Background: an optimization exercise with open tools, aiming at small area, a short achievable clock period and few clock cycles. Do not read the settings as production practice. RTL that was checked went through simulation tests only; none was proved equivalent to the original. Power is estimated from default activity; no workload was simulated.

## main
Design mm2s_cmd_gen, start of the top module:
module mm2s_cmd_gen
#(
  parameter int CORE_INSTR_WIDTH = 64,
  parameter int CORE_CMD_WIDTH   = 80
) (
  input  logic                        clk,
  input  logic                        rst_n,
  input  logic [CORE_INSTR_WIDTH-1:0] s_axis_mm2s_instr_tdata,
  input  logic                        s_axis_mm2s_instr_tvalid,
  output logic                        s_axis_mm2s_instr_tready,
  output logic [CORE_CMD_WIDTH-1:0]   m_axis_mm2s_cmd_tdata,
  output logic                        m_axis_mm2s_cmd_tvalid,
  input  logic                        m_axis_mm2s_cmd_tready
);
Settings: LEC_CHECK=0, CAP_MARGIN=20, CORE_MARGIN=2, CORE_UTILIZATION=40, CTS_BUF_LIST=sky130_fd_sc_hd__clkbuf_8, CTS_CLUSTER_DIAMETER=50, CTS_CLUSTER_SIZE=12, PLACE_DENSITY=0.8, SLEW_MARGIN=20; clock period 11.0 ns.
standard.sh (not shown) runs the stock make flow with config.mk's settings and CLKGATE_MAP_FILE= SYNTH_SCRIPT=/design/flow/synth_recipe.tcl, a recipe that flattens the netlist after the stock synthesis.
==> flow/flow/run.sh <==
#!/bin/bash
# Standard layout, with timing repair aiming at 6 ns below the clock period.
set -euo pipefail
bash standard.sh SETUP_SLACK_MARGIN=6 finish > standard_flow.log 2>&1
Testbench counts of main, summed over its fixed seeds: cycles 12,595.
> inputs changed (main -> the feature branch)
--- a/flow/design.v
+++ b/flow/design.v
@@ -75,15 +75,15 @@
   output logic                        m_axis_mm2s_cmd_tvalid,
   input  logic                        m_axis_mm2s_cmd_tready
 );
   localparam logic [3:0] E_IDLE = 4'd0;
   localparam logic [3:0] E_PC   = 4'd1;    
   localparam logic [3:0] E_PW   = 4'd2;    
   localparam logic [3:0] E_PH   = 4'd3;    
-  localparam logic [3:0] E_BUB  = 4'd4;    
+  localparam logic [3:0] E_ES   = 4'd4;    
   localparam logic [3:0] E_E    = 4'd5;    
   localparam logic [3:0] E_D    = 4'd6;    
   localparam logic [3:0] E_D2   = 4'd7;    
   localparam logic [3:0] E_WT   = 4'd8;    
   localparam logic [3:0] E_F1   = 4'd9;    
   localparam logic [3:0] E_F    = 4'd10;   
   wire [63:0] instr = s_axis_mm2s_instr_tdata;
@@ -183,28 +183,45 @@
     case (est_q)
       E_IDLE: ;
       E_PC: begin
         if (dg_q != 2'd0) begin
           dg_d = dg_q - 2'd1; y_d = dig(sc_q, dg_q - 2'd1); a1_acc6_d = 1'b1;
         end else if (need_w_q) to_pw = 1'b1;
         else if (need_h_q)     to_ph = 1'b1;
-        else                   est_d = E_BUB;
+        else begin
+          est_d = E_ES; x_d = layer_iwih_q; y_d = mac[5:0]; a2_fin_d = 1'b1;
+        end
       end
       E_PW: begin
         if (dg_q != 2'd0) begin
           dg_d = dg_q - 2'd1; y_d = dig(16'(sw_q), dg_q - 2'd1); a1_acc6_d = 1'b1;
         end else if (need_h_q) to_ph = 1'b1;
         else                   to_e = 1'b1;
       end
       E_PH: begin
         if (dg_q != 2'd0) begin
           dg_d = dg_q - 2'd1; y_d = dig(16'(sh_q), dg_q - 2'd1); a1_acc6_d = 1'b1;
         end else to_e = 1'b1;
       end
-      E_BUB: to_e = 1'b1;
+      E_ES: begin
+        if (acc_q[15:6] != 10'd0) to_e = 1'b1;    
+        else begin
+          est_d = E_F;
+          if (whole) begin
+            x_d = layer_iwih_q;
+            if (cl_r[9:6] != 4'd0) begin est_d = E_F1; y_d = {2'b0, cl_r[9:6]}; end
+            else y_d = cl_r[5:0];
+          end else begin
+            x_d = 18'(layer_iw_q);
+            fv  = chan ? 16'(rh_q) : 16'(rh_q - 9'd1);
+            if (fv[11:6] != 6'd0) begin est_d = E_F1; y_d = fv[11:6]; end
+            else begin y_d = fv[5:0]; a2_niw_d = !wfull_q; end
+          end
+        end
+      end
       E_E: begin
         if (dg_q != 2'd0) begin
           dg_d = dg_q - 2'd1; y_d = dig(sc_q, dg_q - 2'd1); a1_acc6_d = 1'b1;
           a2_fin_d = (dg_q == 2'd1);
         end else if ((sw_cur != 9'd0) || (sh_cur != 9'd0)) begin
           est_d = E_D;
           x_d = 18'(layer_iw_q); y_d = sh_cur[5:0];
@@ -295,15 +312,15 @@
         PT_BADDR: begin
           eom_q       <= instr[P_EOM_BIT];
           fin_baddr_q <= instr[31:0];
         end
         default: ;
       endcase
     end
-    if (est_q == E_PC || est_q == E_PW || est_q == E_PH || est_q == E_E ||
+    if (est_q == E_PC || est_q == E_PW || est_q == E_PH || est_q == E_E || est_q == E_ES ||
         est_q == E_D || est_q == E_D2) acc_q <= mac;
     dg_q       <= dg_d;
     x_q        <= x_d;
     y_q        <= y_d;
     a1_acc_q   <= a1_acc_d;
     a1_acc6_q  <= a1_acc6_d;
     a1_eb6_q   <= a1_eb6_d;
### Flow results
Looking at the reports, the feature branch completed the entire flow and the layout it produced met the timing, design-rule and antenna checks.
Per the comparison of the feature branch with main, sequential share of layout area went down by 0.51 points; share of cell area taken by muxes after synthesis decreased 0.26 points; mean area per synthesized cell dropped about 1.5%.
Taking main as the reference, in the feature branch global routing met1 resource utilization saw an increase; worst clock skew on the final layout saw a decrease.
Initial core utilization: the feature branch vs main — no meaningful difference
Number of cell rows sits higher in the feature branch than in main.
Min relative contribution of sequential cells to total power across main and the feature branch: the feature branch
Average detailed-routed wire length per instance: the feature branch vs main up about 4%
Re global-route met3 utilization: main was lower than the feature branch.
The feature branch against main; power is up by more than 10%.
Function not checked in the feature branch: the RTL went through the layout flow alone.

The RTL this note starts from:
==> flow/design.v <==
package agna_mm2s_pkg;
  localparam int INSTR_VAR_BIT = 63;
  localparam int PTYPE_LSB     = 60;
  localparam int P_IH_LSB      = 47;    
  localparam int P_IW_LSB      = 38;    
  localparam int P_C_LSB       = 18;    
  localparam int P_IWIH_LSB    = 32;    
  localparam int P_EOM_BIT     = 58;
  localparam int V_EOL_BIT     = 60;
  localparam int V_STC_LSB     = 48;    
  localparam int V_STH_LSB     = 29;    
  localparam int V_STW_LSB     = 20;    
  localparam logic [2:0] PT_TILE  = 3'b000;
  localparam logic [2:0] PT_LAYER = 3'b001;
  localparam logic [2:0] PT_IWIH  = 3'b011;
  localparam logic [2:0] PT_BADDR = 3'b111;
  localparam int CMD_BTT_W     = 23;
  localparam int CMD_TYPE_BIT  = 23;
  localparam int CMD_EOF_BIT   = 30;
  localparam int CMD_SADDR_LSB = 32;
  localparam int CMD_TAG_LSB   = 72;
  localparam logic [3:0] TAG_EOM  = 4'b1111;
  localparam logic [3:0] TAG_LAST = 4'b1100;
  localparam logic [3:0] TAG_NONE = 4'b0000;
  localparam logic [1:0] MODE_ROW   = 2'b00;
  localparam logic [1:0] MODE_CHAN  = 2'b01;
  localparam logic [1:0] MODE_WHOLE = 2'b11;
  localparam logic [2:0] S_IDLE = 3'd0;
  localparam logic [2:0] S_C0   = 3'd1;
  localparam logic [2:0] S_C1   = 3'd2;
  localparam logic [2:0] S_C2   = 3'd3;
  localparam logic [2:0] S_GEN  = 3'd4;
endpackage
module mm2s_tile_geom
(
  input  logic [15:0] s,
  input  logic [9:0]  t,
  input  logic [15:0] l,
  output logic        empty,
  output logic [9:0]  r,
  output logic        full
);
  logic [16:0] d;
  logic        t_lt_d;
  assign d      = {1'b0, l} - {1'b0, s};
  assign empty  = d[16] || (d[15:0] == 16'd0);
  assign t_lt_d = (d[15:10] != 6'd0) || (t < d[9:0]);
  assign r      = t_lt_d ? t : d[9:0];
  assign full   = (s == 16'd0) && !t_lt_d;
endmodule
import agna_mm2s_pkg::*;
module mm2s_cmd_gen
#(
  parameter int CORE_INSTR_WIDTH = 64,
  parameter int CORE_CMD_WIDTH   = 80
) (
  input  logic                        clk,
  input  logic                        rst_n,
  input  logic [CORE_INSTR_WIDTH-1:0] s_axis_mm2s_instr_tdata,
  input  logic                        s_axis_mm2s_instr_tvalid,
  output logic                        s_axis_mm2s_instr_tready,
  output logic [CORE_CMD_WIDTH-1:0]   m_axis_mm2s_cmd_tdata,
  output logic                        m_axis_mm2s_cmd_tvalid,
  input  logic                        m_axis_mm2s_cmd_tready
);
  localparam logic [2:0] E_IDLE = 3'd0;
  localparam logic [2:0] E_C    = 3'd1;    
  localparam logic [2:0] E_W    = 3'd2;    
  localparam logic [2:0] E_H    = 3'd3;    
  localparam logic [2:0] E_E    = 3'd4;    
  localparam logic [2:0] E_E2   = 3'd5;    
  localparam logic [2:0] E_D    = 3'd6;    
  localparam logic [2:0] E_F    = 3'd7;    
  wire [63:0] instr = s_axis_mm2s_instr_tdata;
  logic [8:0]  tile_ih_q, tile_iw_q, layer_ih_q, layer_iw_q;
  logic [9:0]  tile_c_q;
  logic [15:0] layer_c_q;
  logic [17:0] layer_iwih_q;
  logic [31:0] fin_baddr_q;
  logic        eom_q;
  logic [2:0]  est_q, est_d;
  logic [15:0] sc_q;           
  logic [8:0]  sw_q, sh_q;     
  logic [9:0]  rc_q;
  logic [8:0]  rh_q, rw_q;
  logic        eol_q, emp_q, wfull_q, hfull_q, hi_q;
  logic [31:0] acc_q;
  logic [17:0] x_q, x_d;
  logic [9:0]  y_q, y_d;
  logic        a1_acc_q, a1_acc10_q, a2_fin_q, a2_sw_q, a2_rw_q;
  logic        a1_acc_d, a1_acc10_d, a2_fin_d, a2_sw_d, a2_rw_d;
  logic        w_valid_q, w_last_q, w_tl_q;
  logic [31:0] w_addr_q, w_cbase_q;
  logic [22:0] w_btt_q;
  logic [8:0]  w_hlen_q, w_hrem_q, w_iw_q;
  logic [9:0]  w_crem_q;
  logic [17:0] w_iwih_q;
  logic        instr_hs, var_hs, ho, adv, wrap;
  logic [31:0] mac, mac_a1, mac_a2, w_sum;
  logic [15:0] cu_l;
  logic [9:0]  cu_t;
  logic        cu_empty, cu_full;
  logic [9:0]  cu_r;
  logic        whole, chan, nz_wh;
  assign whole = wfull_q && hfull_q;
  assign chan  = wfull_q && !hfull_q;
  assign s_axis_mm2s_instr_tready = (est_q == E_IDLE) || ((est_q == E_F) && !w_valid_q);
  assign instr_hs = s_axis_mm2s_instr_tvalid && s_axis_mm2s_instr_tready;
  assign var_hs   = instr_hs && instr[INSTR_VAR_BIT];
  assign adv = w_valid_q && m_axis_mm2s_cmd_tready;
  assign ho  = (est_q == E_F) && (!w_valid_q || (m_axis_mm2s_cmd_tready && w_last_q));
  assign mac_a1 = a1_acc_q ? acc_q : a1_acc10_q ? {acc_q[21:0], 10'b0} : 32'd0;
  assign mac_a2 = a2_fin_q ? fin_baddr_q : a2_sw_q ? 32'(sw_q) : a2_rw_q ? 32'(rw_q) : 32'd0;
  assign mac    = mac_a1 + mac_a2 + 32'(x_q) * 32'(y_q);
  always_comb begin
    case (est_q)
      E_W:     begin cu_t = tile_c_q;         cu_l = layer_c_q;         end
      E_H:     begin cu_t = 10'(tile_iw_q);   cu_l = 16'(layer_iw_q);   end
      default: begin cu_t = 10'(tile_ih_q);   cu_l = 16'(layer_ih_q);   end
    endcase
  end
  mm2s_tile_geom u_clip (
    .s     (acc_q[15:0]),
    .t     (cu_t),
    .l     (cu_l),
    .empty (cu_empty),
    .r     (cu_r),
    .full  (cu_full)
  );
  assign nz_wh = (sw_q != 9'd0) || ((est_q == E_E) ? (acc_q[8:0] != 9'd0) : (sh_q != 9'd0));
  always_comb begin
    est_d      = est_q;
    x_d        = x_q;
    y_d        = y_q;
    a1_acc_d   = 1'b0;
    a1_acc10_d = 1'b0;
    a2_fin_d   = 1'b0;
    a2_sw_d    = 1'b0;
    a2_rw_d    = 1'b0;
    case (est_q)
      E_IDLE: ;
      E_C: begin
        est_d = E_W;
        x_d   = 18'(tile_iw_q);
        y_d   = 10'(sw_q);
      end
      E_W: begin
        est_d = E_H;
        x_d   = 18'(tile_ih_q);
        y_d   = 10'(sh_q);
      end
      E_H: begin
        est_d = E_E;
        x_d   = layer_iwih_q;
        if (sc_q[15:10] != 6'd0) y_d = {4'b0, sc_q[15:10]};
        else begin y_d = sc_q[9:0]; a2_fin_d = 1'b1; end
      end
      E_E: begin
        if (emp_q || cu_empty) est_d = E_IDLE;
        else if (hi_q) begin
          est_d = E_E2;
          x_d = layer_iwih_q; y_d = sc_q[9:0];
          a1_acc10_d = 1'b1; a2_fin_d = 1'b1;
        end else if (nz_wh) begin
          est_d = E_D;
          x_d = 18'(layer_iw_q); y_d = 10'(acc_q[8:0]);
          a1_acc_d = 1'b1; a2_sw_d = 1'b1;
        end else begin
          est_d = E_F;
          if (!wfull_q) begin x_d = '0; y_d = '0; a2_rw_d = 1'b1; end
          else if (cu_full) begin x_d = layer_iwih_q; y_d = rc_q; end
          else begin x_d = 18'(layer_iw_q); y_d = 10'(cu_r[8:0]); end
        end
      end
      E_E2: begin
        if (nz_wh) begin
          est_d = E_D;
          x_d = 18'(layer_iw_q); y_d = 10'(sh_q);
          a1_acc_d = 1'b1; a2_sw_d = 1'b1;
        end else begin
          est_d = E_F;
          if (whole) begin x_d = layer_iwih_q; y_d = rc_q; end
          else if (chan) begin x_d = 18'(layer_iw_q); y_d = 10'(rh_q); end
          else begin x_d = '0; y_d = '0; a2_rw_d = 1'b1; end
        end
      end
      E_D: begin
        est_d = E_F;
        if (whole) begin x_d = layer_iwih_q; y_d = rc_q; end
        else if (chan) begin x_d = 18'(layer_iw_q); y_d = 10'(rh_q); end
        else begin x_d = '0; y_d = '0; a2_rw_d = 1'b1; end
      end
      E_F: begin
        if (ho) est_d = E_IDLE;
        a2_rw_d = a2_rw_q;      
      end
      default: est_d = E_IDLE;
    endcase
    if (var_hs) begin
      est_d = E_C;
      x_d   = 18'(tile_c_q);
      y_d   = instr[V_STC_LSB +: 10];
      a2_rw_d = 1'b0;
    end
  end
  always_ff @(posedge clk) begin
    if (instr_hs && !instr[INSTR_VAR_BIT]) begin
      case (instr[PTYPE_LSB +: 3])
        PT_TILE: begin
          tile_ih_q <= instr[P_IH_LSB +: 9];
          tile_iw_q <= instr[P_IW_LSB +: 9];
          tile_c_q  <= instr[P_C_LSB +: 10];
        end
        PT_LAYER: begin
          layer_ih_q <= instr[P_IH_LSB +: 9];
          layer_iw_q <= instr[P_IW_LSB +: 9];
          layer_c_q  <= instr[P_C_LSB +: 16];
        end
        PT_IWIH:  layer_iwih_q <= instr[P_IWIH_LSB +: 18];
        PT_BADDR: begin
          eom_q       <= instr[P_EOM_BIT];
          fin_baddr_q <= instr[31:0];
        end
        default: ;
      endcase
    end
    if (est_q != E_IDLE && est_q != E_F) acc_q <= mac;
    x_q        <= x_d;
    y_q        <= y_d;
    a1_acc_q   <= a1_acc_d;
    a1_acc10_q <= a1_acc10_d;
    a2_fin_q   <= a2_fin_d;
    a2_sw_q    <= a2_sw_d;
    a2_rw_q    <= a2_rw_d;
    case (est_q)
      E_W: begin
        sc_q  <= acc_q[15:0];
        rc_q  <= cu_r;
        emp_q <= cu_empty;
      end
      E_H: begin
        sw_q    <= acc_q[8:0];
        rw_q    <= cu_r[8:0];
        wfull_q <= cu_full;
        emp_q   <= emp_q || cu_empty;
        hi_q    <= (sc_q[15:10] != 6'd0);
      end
      E_E: begin
        sh_q    <= acc_q[8:0];
        rh_q    <= cu_r[8:0];
        hfull_q <= cu_full;
      end
      default: ;
    endcase
    if (var_hs) begin
      sw_q  <= instr[V_STW_LSB +: 9];
      sh_q  <= instr[V_STH_LSB +: 9];
      eol_q <= instr[V_EOL_BIT];
    end
    if (!rst_n) est_q <= E_IDLE;
    else        est_q <= est_d;
  end
  assign wrap  = (w_hrem_q == 9'd1);
  assign w_sum = (wrap ? w_cbase_q : w_addr_q) + (wrap ? 32'(w_iwih_q) : 32'(w_iw_q));
  always_ff @(posedge clk) begin
    if (ho) begin
      w_addr_q  <= acc_q;
      w_cbase_q <= acc_q;
      w_btt_q   <= mac[22:0];
      w_hlen_q  <= (whole || chan) ? 9'd1 : rh_q;
      w_hrem_q  <= (whole || chan) ? 9'd1 : rh_q;
      w_crem_q  <= whole ? 10'd1 : rc_q;
      w_last_q  <= whole || ((rc_q == 10'd1) && (chan || (rh_q == 9'd1)));
      w_tl_q    <= eol_q && eom_q;
      w_iw_q    <= layer_iw_q;
      w_iwih_q  <= layer_iwih_q;
    end else if (adv) begin
      w_addr_q <= w_sum;
      if (wrap) begin
        w_cbase_q <= w_sum;
        w_hrem_q  <= w_hlen_q;
        w_crem_q  <= w_crem_q - 10'd1;
        w_last_q  <= (w_crem_q == 10'd2) && (w_hlen_q == 9'd1);
      end else begin
        w_hrem_q  <= w_hrem_q - 9'd1;
        w_last_q  <= (w_crem_q == 10'd1) && (w_hrem_q == 9'd2);
      end
    end
    if (!rst_n) w_valid_q <= 1'b0;
    else if (ho) w_valid_q <= 1'b1;
    else if (adv && w_last_q) w_valid_q <= 1'b0;
  end
  assign m_axis_mm2s_cmd_tvalid = w_valid_q;
  always_comb begin
    m_axis_mm2s_cmd_tdata = '0;
    m_axis_mm2s_cmd_tdata[CMD_BTT_W-1:0]       = w_btt_q;
    m_axis_mm2s_cmd_tdata[CMD_TYPE_BIT]        = 1'b1;
    m_axis_mm2s_cmd_tdata[CMD_EOF_BIT]         = 1'b1;
    m_axis_mm2s_cmd_tdata[CMD_SADDR_LSB +: 32] = w_addr_q;
    m_axis_mm2s_cmd_tdata[CMD_TAG_LSB +: 4]    = {w_last_q, w_last_q,
                                                  w_last_q && w_tl_q, w_last_q && w_tl_q};
  end
endmodule
make LEC_CHECK=0 CAP_MARGIN=20 CORE_MARGIN=2 CORE_UTILIZATION=40 SETUP_SLACK_MARGIN=5 SLEW_MARGIN=20 finish   # period 11.0 ns
run.sh (not shown) runs the stock make flow with config.mk's settings and CLKGATE_MAP_FILE= SYNTH_SCRIPT=/design/flow/synth_recipe.tcl, a recipe that flattens the netlist after the stock synthesis.
Stock flow here: none of the scripts above is used.
The first run passed the timing, design-rule and antenna checks.
Testbench counts at the start, summed over its fixed seeds: cycles 13,383.
Edit:
--- a/flow/design.v
+++ b/flow/design.v
@@ -87,8 +87,10 @@
   logic [31:0] acc_q;
   logic [17:0] x_q, x_d;
   logic [9:0]  y_q, y_d;
-  logic        a1_acc_q, a1_acc10_q, a2_fin_q, a2_sw_q, a2_rw_q;
+  logic        a1_acc_q, a1_acc10_q, a2_rw_q;
   logic        a1_acc_d, a1_acc10_d, a2_fin_d, a2_sw_d, a2_rw_d;
+  logic [31:0] a2_q, a2_d;
+  logic        tready_q;
   logic        w_valid_q, w_last_q, w_tl_q;
   logic [31:0] w_addr_q, w_cbase_q;
   logic [22:0] w_btt_q;
@@ -96,7 +98,7 @@
   logic [9:0]  w_crem_q;
   logic [17:0] w_iwih_q;
   logic        instr_hs, var_hs, ho, adv, wrap;
-  logic [31:0] mac, mac_a1, mac_a2, w_sum;
+  logic [31:0] mac, mac_a1, w_sum;
   logic [15:0] cu_l;
   logic [9:0]  cu_t;
   logic        cu_empty, cu_full;
@@ -104,14 +106,13 @@
   logic        whole, chan, nz_wh;
   assign whole = wfull_q && hfull_q;
   assign chan  = wfull_q && !hfull_q;
-  assign s_axis_mm2s_instr_tready = (est_q == E_IDLE) || ((est_q == E_F) && !w_valid_q);
+  assign s_axis_mm2s_instr_tready = tready_q;
   assign instr_hs = s_axis_mm2s_instr_tvalid && s_axis_mm2s_instr_tready;
   assign var_hs   = instr_hs && instr[INSTR_VAR_BIT];
   assign adv = w_valid_q && m_axis_mm2s_cmd_tready;
   assign ho  = (est_q == E_F) && (!w_valid_q || (m_axis_mm2s_cmd_tready && w_last_q));
   assign mac_a1 = a1_acc_q ? acc_q : a1_acc10_q ? {acc_q[21:0], 10'b0} : 32'd0;
-  assign mac_a2 = a2_fin_q ? fin_baddr_q : a2_sw_q ? 32'(sw_q) : a2_rw_q ? 32'(rw_q) : 32'd0;
-  assign mac    = mac_a1 + mac_a2 + 32'(x_q) * 32'(y_q);
+  assign mac    = mac_a1 + a2_q + 32'(x_q) * 32'(y_q);
   always_comb begin
     case (est_q)
       E_W:     begin cu_t = tile_c_q;         cu_l = layer_c_q;         end
@@ -201,7 +202,10 @@
       x_d   = 18'(tile_c_q);
       y_d   = instr[V_STC_LSB +: 10];
       a2_rw_d = 1'b0;
+      a2_fin_d = 1'b0;
+      a2_sw_d = 1'b0;
     end
+    a2_d = a2_fin_d ? fin_baddr_q : a2_sw_d ? 32'(sw_q) : a2_rw_d ? 32'(rw_q) : 32'd0;
   end
   always_ff @(posedge clk) begin
     if (instr_hs && !instr[INSTR_VAR_BIT]) begin
@@ -229,9 +233,11 @@
     y_q        <= y_d;
     a1_acc_q   <= a1_acc_d;
     a1_acc10_q <= a1_acc10_d;
-    a2_fin_q   <= a2_fin_d;
-    a2_sw_q    <= a2_sw_d;
     a2_rw_q    <= a2_rw_d;
+    a2_q       <= a2_d;
+    if (!rst_n) tready_q <= 1'b1;
+    else tready_q <= (est_d == E_IDLE) ||
+                     ((est_d == E_F) && !(ho || (w_valid_q && !(adv && w_last_q))));
     case (est_q)
       E_W: begin
         sc_q  <= acc_q[15:0];
Hold slack loses 24 ps.
Clock-buffer cell count climbs by 10.
Cell count drops by 3.4%.
Global-route usage drops by 0.73 points.
Wire length drops by 4.0%.
Die area drops by 1.2%.
Area after synthesis drops by 1.2%.
Only the layout flow was run in the second run of this note; the RTL was not checked for function there.

## afterwards: timing with drivers on the ports
Ports are ideal in the flow. The routed layouts listed here were re-timed in OpenROAD.
Step 1 assumes that a clkbuf_16 drives the clock port and a buf_2 every other input.
Step 2 adds t to the input delays and takes it off the output delays; t is the mean of the earliest and latest rising clock arrival at the registers after step 1. Input paths then give back, and output paths get back, about the clock's delay inside the block.
Three values: ideal, step 1, step 2; two values: the first two.
| run | shift t [ns] | setup WS [ns] | worst hold slack (ns) | cell pins on the clock port's net |
|---|---|---|---|---|
| main | 0.718 | 5.988 / 5.988 / 5.409 | 0.502 / 0.502 / 0.502 | 1 |
| the feature branch | 0.715 | 5.808 / 5.808 / 5.472 | 0.597 / 0.597 / 0.597 | 1 |
| the first run of note 2 | 0.654 | 5.117 / 5.117 / 5.117 | 0.474 / 0.474 / 0.474 | 1 |
| the second run of note 2 | 0.649 | 5.085 / 5.085 / 5.085 | 0.450 / 0.450 / 0.450 | 1 |
After both steps setup and hold are still met in every run listed. The setup slack of main, which loses most, moves by 0.000 ns with the drivers and by -0.579 ns with both steps.
